This design comes from an exercise in tuning for small area and a short achievable clock period on the open sky130 flow, not from production work. Where RTL was checked, it was by simulation tests only, not by an equivalence proof against the original. No activity file was given, so power comes from the tool's default toggle rates.

Design note_lane_scroller, start of the top module:
module note_lane_scroller #(
  parameter  int LANES   = note_pkg::DEF_LANES,
  parameter  int SLOTS   = 40,
  parameter  int POS_W   = note_pkg::DEF_POS_W,
  parameter  int SPEED_W = 4,
  parameter  int SPAWN_Y = note_pkg::DEF_SPAWN_Y,
  parameter  int HIT_Y   = note_pkg::DEF_HIT_Y,
  parameter  int HIT_WIN = note_pkg::DEF_HIT_WIN,
  localparam int IDX_W   = $clog2(SLOTS),
  localparam int LANE_W  = $clog2(LANES),
  localparam int CNT_W   = $clog2(SLOTS + 1)
) (
  input  logic               clock,
  input  logic               reset_n,
  input  logic               tick,
  input  logic [SPEED_W-1:0] speed,
  input  logic               chart_valid,
  input  logic [LANES-1:0]   chart_lanes,
  output logic               chart_ready,
  input  logic [LANES-1:0]   strum,
  output logic [LANES-1:0]   hit,
  output logic [LANES-1:0]   miss,
  output logic [LANES-1:0]   bad_strum,
  input  logic [IDX_W-1:0]   rd_idx,
  output logic               rd_valid,
  output logic [LANE_W-1:0]  rd_lane,
  output logic [POS_W-1:0]   rd_pos,
  output logic [CNT_W-1:0]   active_count,
  output logic               overflow
);
clock: 95.0 ns
lec_check: 0
cap_margin: 20
core_margin: 2
core_utilization: 30
cts_buf_list: sky130_fd_sc_hd__clkbuf_8
cts_cluster_size: 30
gpl_timing_driven: 0
place_density: 0.5
slew_margin: 20
standard.sh (not shown) runs the stock make flow with config.mk's settings and CLKGATE_MAP_FILE= SYNTH_SCRIPT=/design/flow/synth_recipe.tcl, a recipe that flattens the netlist after the stock synthesis.
==> flow/flow/run.sh <==
#!/bin/bash
# Layout flow: the standard ORFS flow, with a synthesis script that maps the logic for area
# (ABC "map -a", no Yosys full-adder extraction). Registers are mapped exactly as in the standard
# synthesis. Each step's full output goes to a log file in this folder.
set -euo pipefail
HERE=$(pwd)
FLOWDIR=$HERE/flow
sed -e "s|SYNTH_SCRIPT=[^ ]*|SYNTH_SCRIPT=$FLOWDIR/synth.tcl|" standard.sh > own_synth.sh
export CUSTOM_ABC_SCRIPT=$FLOWDIR/abc_area.script
bash own_synth.sh synth > flow_synth.log 2>&1
bash standard.sh > flow_layout.log 2>&1
==> flow/flow/abc_area.script <==
strash; dch; map -a
==> flow/flow/synth.tcl <==
proc synth {args} { yosys synth -nofsm -noshare {*}$args }
# Map combinational logic for area: use our own ABC script in place of the one ORFS picks.
proc abc {args} {
  set i [lsearch -exact $args -script]
  if { $i >= 0 } { lset args [expr {$i + 1}] $::env(CUSTOM_ABC_SCRIPT) }
  yosys abc {*}$args
}
# Leave adders to ABC instead of Yosys's full/half-adder cell extraction.
proc extract_fa {args} { }
source $::env(SCRIPTS_DIR)/synth.tcl
# left out here: clear keep_hierarchy, flatten, clean up, hide names made inside functions, write 1_2_yosys.v
Next try:
==> flow/flow/run.sh (replaced) <==
#!/bin/bash
# Layout flow: the standard ORFS flow with three changes:
#  - synthesis maps the logic for area (ABC "map -a", no Yosys full-adder extraction); registers
#    are mapped exactly as in the standard synthesis;
#  - ports are buffered with sky130_fd_sc_hd__buf_2;
#  - the resizer's setup repair works toward a setup margin (flow/margin.txt), so that it
#    shortens the paths that set the achieved clock period. The clock and constraints are the standard flow's.
# Each step's full output goes to a log file in this folder.
set -euo pipefail
HERE=$(pwd)
FLOWDIR=$HERE/flow
MARGIN=$(cat $FLOWDIR/margin.txt)
sed -e "s|SYNTH_SCRIPT=[^ ]*|SYNTH_SCRIPT=$FLOWDIR/synth.tcl|" standard.sh > own_synth.sh
sed -e "s|\"\${@:-finish}\"|SETUP_SLACK_MARGIN=$MARGIN BUFFER_PORTS_ARGS=\"-buffer_cell sky130_fd_sc_hd__buf_2\" \"\${@:-finish}\"|" standard.sh > own_layout.sh
export CUSTOM_ABC_SCRIPT=$FLOWDIR/abc_area.script
bash own_synth.sh synth > flow_synth.log 2>&1
bash own_layout.sh > flow_layout.log 2>&1
==> flow/flow/margin.txt (new file) <==
74
Effect: The new run passed the timing, DRC and antenna checks. Via count rises by a few percent. Setup slack is better by 3.0 ns. Fmax rises by roughly a tenth. Worst hold slack hardly moves.
No run of this note included a check of the RTL's function; only the layout flow was run.

---

raven:
note_lane_scroller, a different RTL version from the one above (not shown whole).
Size in the first run: roughly 7,600 cells after synthesis, roughly 530 flip-flops, about 55 I/O pins.
export LEC_CHECK = 0
export CAP_MARGIN = 20
export CORE_MARGIN = 2
export CORE_UTILIZATION = 45
export GPL_TIMING_DRIVEN = 0
export PLACE_DENSITY = 0.6
export SLEW_MARGIN = 20
create_clock -name core_clock -period 95.0 [get_ports {clock}]
==> flow/flow/run.sh <==
#!/bin/bash
# Layout flow: the standard ORFS flow (standard.sh) with these changes:
#  - synthesis maps the logic for area (ABC "map -a", no Yosys full-adder extraction); registers
#    are mapped exactly as in the standard synthesis (flow/synth.tcl);
#  - ports are buffered with sky130_fd_sc_hd__buf_2;
#  - the resizer's setup repair works toward a setup margin (flow/margin.txt), so that it
#    shortens the paths that set the achieved clock period. The clock and constraints are the standard flow's;
#  - clock tree synthesis arguments come from flow/cts_args.txt.
# Each step's full output goes to a log file in this folder.
set -euo pipefail
HERE=$(pwd)
FLOWDIR=$HERE/flow
MARGIN=$(cat $FLOWDIR/margin.txt)
CTSARGS=$(cat $FLOWDIR/cts_args.txt)
sed -e "s|SYNTH_SCRIPT=[^ ]*|SYNTH_SCRIPT=$FLOWDIR/synth.tcl|" standard.sh > own_synth.sh
sed -e "s|\"\${@:-finish}\"|SETUP_SLACK_MARGIN=$MARGIN BUFFER_PORTS_ARGS=\"-buffer_cell sky130_fd_sc_hd__buf_2\" CTS_ARGS=\"$CTSARGS\" \"\${@:-finish}\"|" standard.sh > own_layout.sh
export CUSTOM_ABC_SCRIPT=$FLOWDIR/abc_area.script
bash own_synth.sh synth > flow_synth.log 2>&1
bash own_layout.sh > flow_layout.log 2>&1
==> flow/flow/cts_args.txt <==
-sink_clustering_enable -repair_clock_nets -dont_use_dummy_load -buf_list sky130_fd_sc_hd__clkbuf_8 -sink_clustering_size 14 -sink_clustering_max_diameter 100
==> flow/flow/margin.txt <==
72
Scripts as last shown in full above: flow/flow/abc_area.script, flow/flow/synth.tcl
raven completed every stage of the flow, and the final layout passed the timing, DRC and antenna checks.
[inputs] maple vs raven
- PLACE_DENSITY now 0.7, was 0.6
- SLEW_MARGIN now 30, was 20
- CAP_MARGIN now 30, was 20
- CORE_UTILIZATION now 55, was 45
==> flow/flow/abc_area.script <==
&get -n; &st; &dch -f; &nf -a -R 1000; &put
==> flow/flow/cts_args.txt <==
-sink_clustering_enable -repair_clock_nets -dont_use_dummy_load -buf_list sky130_fd_sc_hd__clkbuf_8 -sink_clustering_size 12 -sink_clustering_max_diameter 100
==> flow/flow/margin.txt <==
72.5
--- outcome ---
maple finished end to end and its layout was clean on timing, DRC and antenna. Compared with raven, in maple largest stage delay on the critical path decreased by 430 ps relative to the old numbers, wire length down 16%, internal power component saw an increase, clock transition time at the flip-flop clock pins of the worst setup and hold paths -30 ps, part of the power in the clock network essentially unchanged. Compared with raven, in maple arrival time reported for the critical path endpoint down 290 ps; depth of the worst hold-timing path down 1; placed cell count down about 22%. For maple, the end point of the critical path was gone_q[2]$_DFF_PN0_, unlike raven, where it was miss_q[0]$_DFF_PN0_.
Setup changes, maple to zinc
- changing PLACE_DENSITY from 0.7 to 0.6
- changing CORE_UTILIZATION from 55 to 45
==> flow/flow/margin.txt <==
72
Diff maple..zinc | part of the total power dissipated in the clock network | negligible
After synthesis and placement, the instance count of zinc is above that of maple.
Area occupied by multi-input gates shrinks slightly when moving from maple to zinc.
Routed wire in zinc totals more than in maple.
Relative to maple, peak ir drop on the vdd network has decreased by 0.000021 V in zinc.
Relative to maple, first-pass GRT wire length has increased by about 1.1% in zinc.
For fjord, these inputs were changed with respect to zinc:
- PLACE_DENSITY: 0.6 -> 0.7
- CORE_UTILIZATION: 45 -> 55
[summary]
When fjord is set beside zinc, its worst hold slack turns out to be 41 ps larger.
Summary — met3 track demand over resource in global routing, fjord relative to zinc: higher, by 6.9 points.
fjord vs. zinc: total iterations of the first detailed-routing run went up by 2.
Maximum frequency from static timing analysis delta (fjord -> zinc): insignificant
In the tables for fjord and zinc, worst-case setup slack after placement reads higher with fjord.
NOTE: critical path depth in fjord exceeds that of zinc
Row wire length per cell: fjord lower / zinc higher
Fraction of area in multi-input gates in fjord is 0.71 points higher than in zinc

## port drivers added, routing unchanged
How much do the figures lean on ideal ports? The routed layouts below were timed once more, with nothing changed but the port constraints. Step 1 (the two cells are an assumption about what drives the block):
set clk [get_ports {clock}]
set_driving_cell -lib_cell sky130_fd_sc_hd__clkbuf_16 $clk
set_driving_cell -lib_cell sky130_fd_sc_hd__buf_2 [delete_from_list [all_inputs] $clk]
Step 2 also shifts input and output timing later by t, the mid clock arrival at the registers, as if the neighbouring blocks saw the same clock. a / b / c = no drivers / after step 1 / after step 2; a / b = the first two.
run | t (ns) | setup slack, ns | slew at the worst register clock pin (ns) | worst slew at a driven data input, ns | cell pins on the clock port's net
the first run of note 1 | 0.959 | 69.456 / 69.516 / 68.557 | 0.07 / 0.07 | 0.04 | 1
the second run of note 1 | 0.940 | 72.435 / 72.211 / 71.271 | 0.08 / 0.08 | 0.36 | 1
raven | 0.855 | 71.811 / 71.831 / 70.977 | 0.12 / 0.12 | 0.14 | 1
maple | 0.841 | 72.102 / 71.924 / 71.084 | 0.11 / 0.11 | 0.26 | 1
zinc | 0.830 | 71.983 / 72.015 / 71.185 | 0.11 / 0.11 | 0.06 | 1
fjord | 0.794 | 71.917 / 71.971 / 71.177 | 0.11 / 0.11 | 0.08 | 1
After both steps every run listed still meets setup and hold. For the second run of note 1, which loses most, drivers alone change the setup slack by -0.224 ns; drivers and shift together by -1.164 ns.
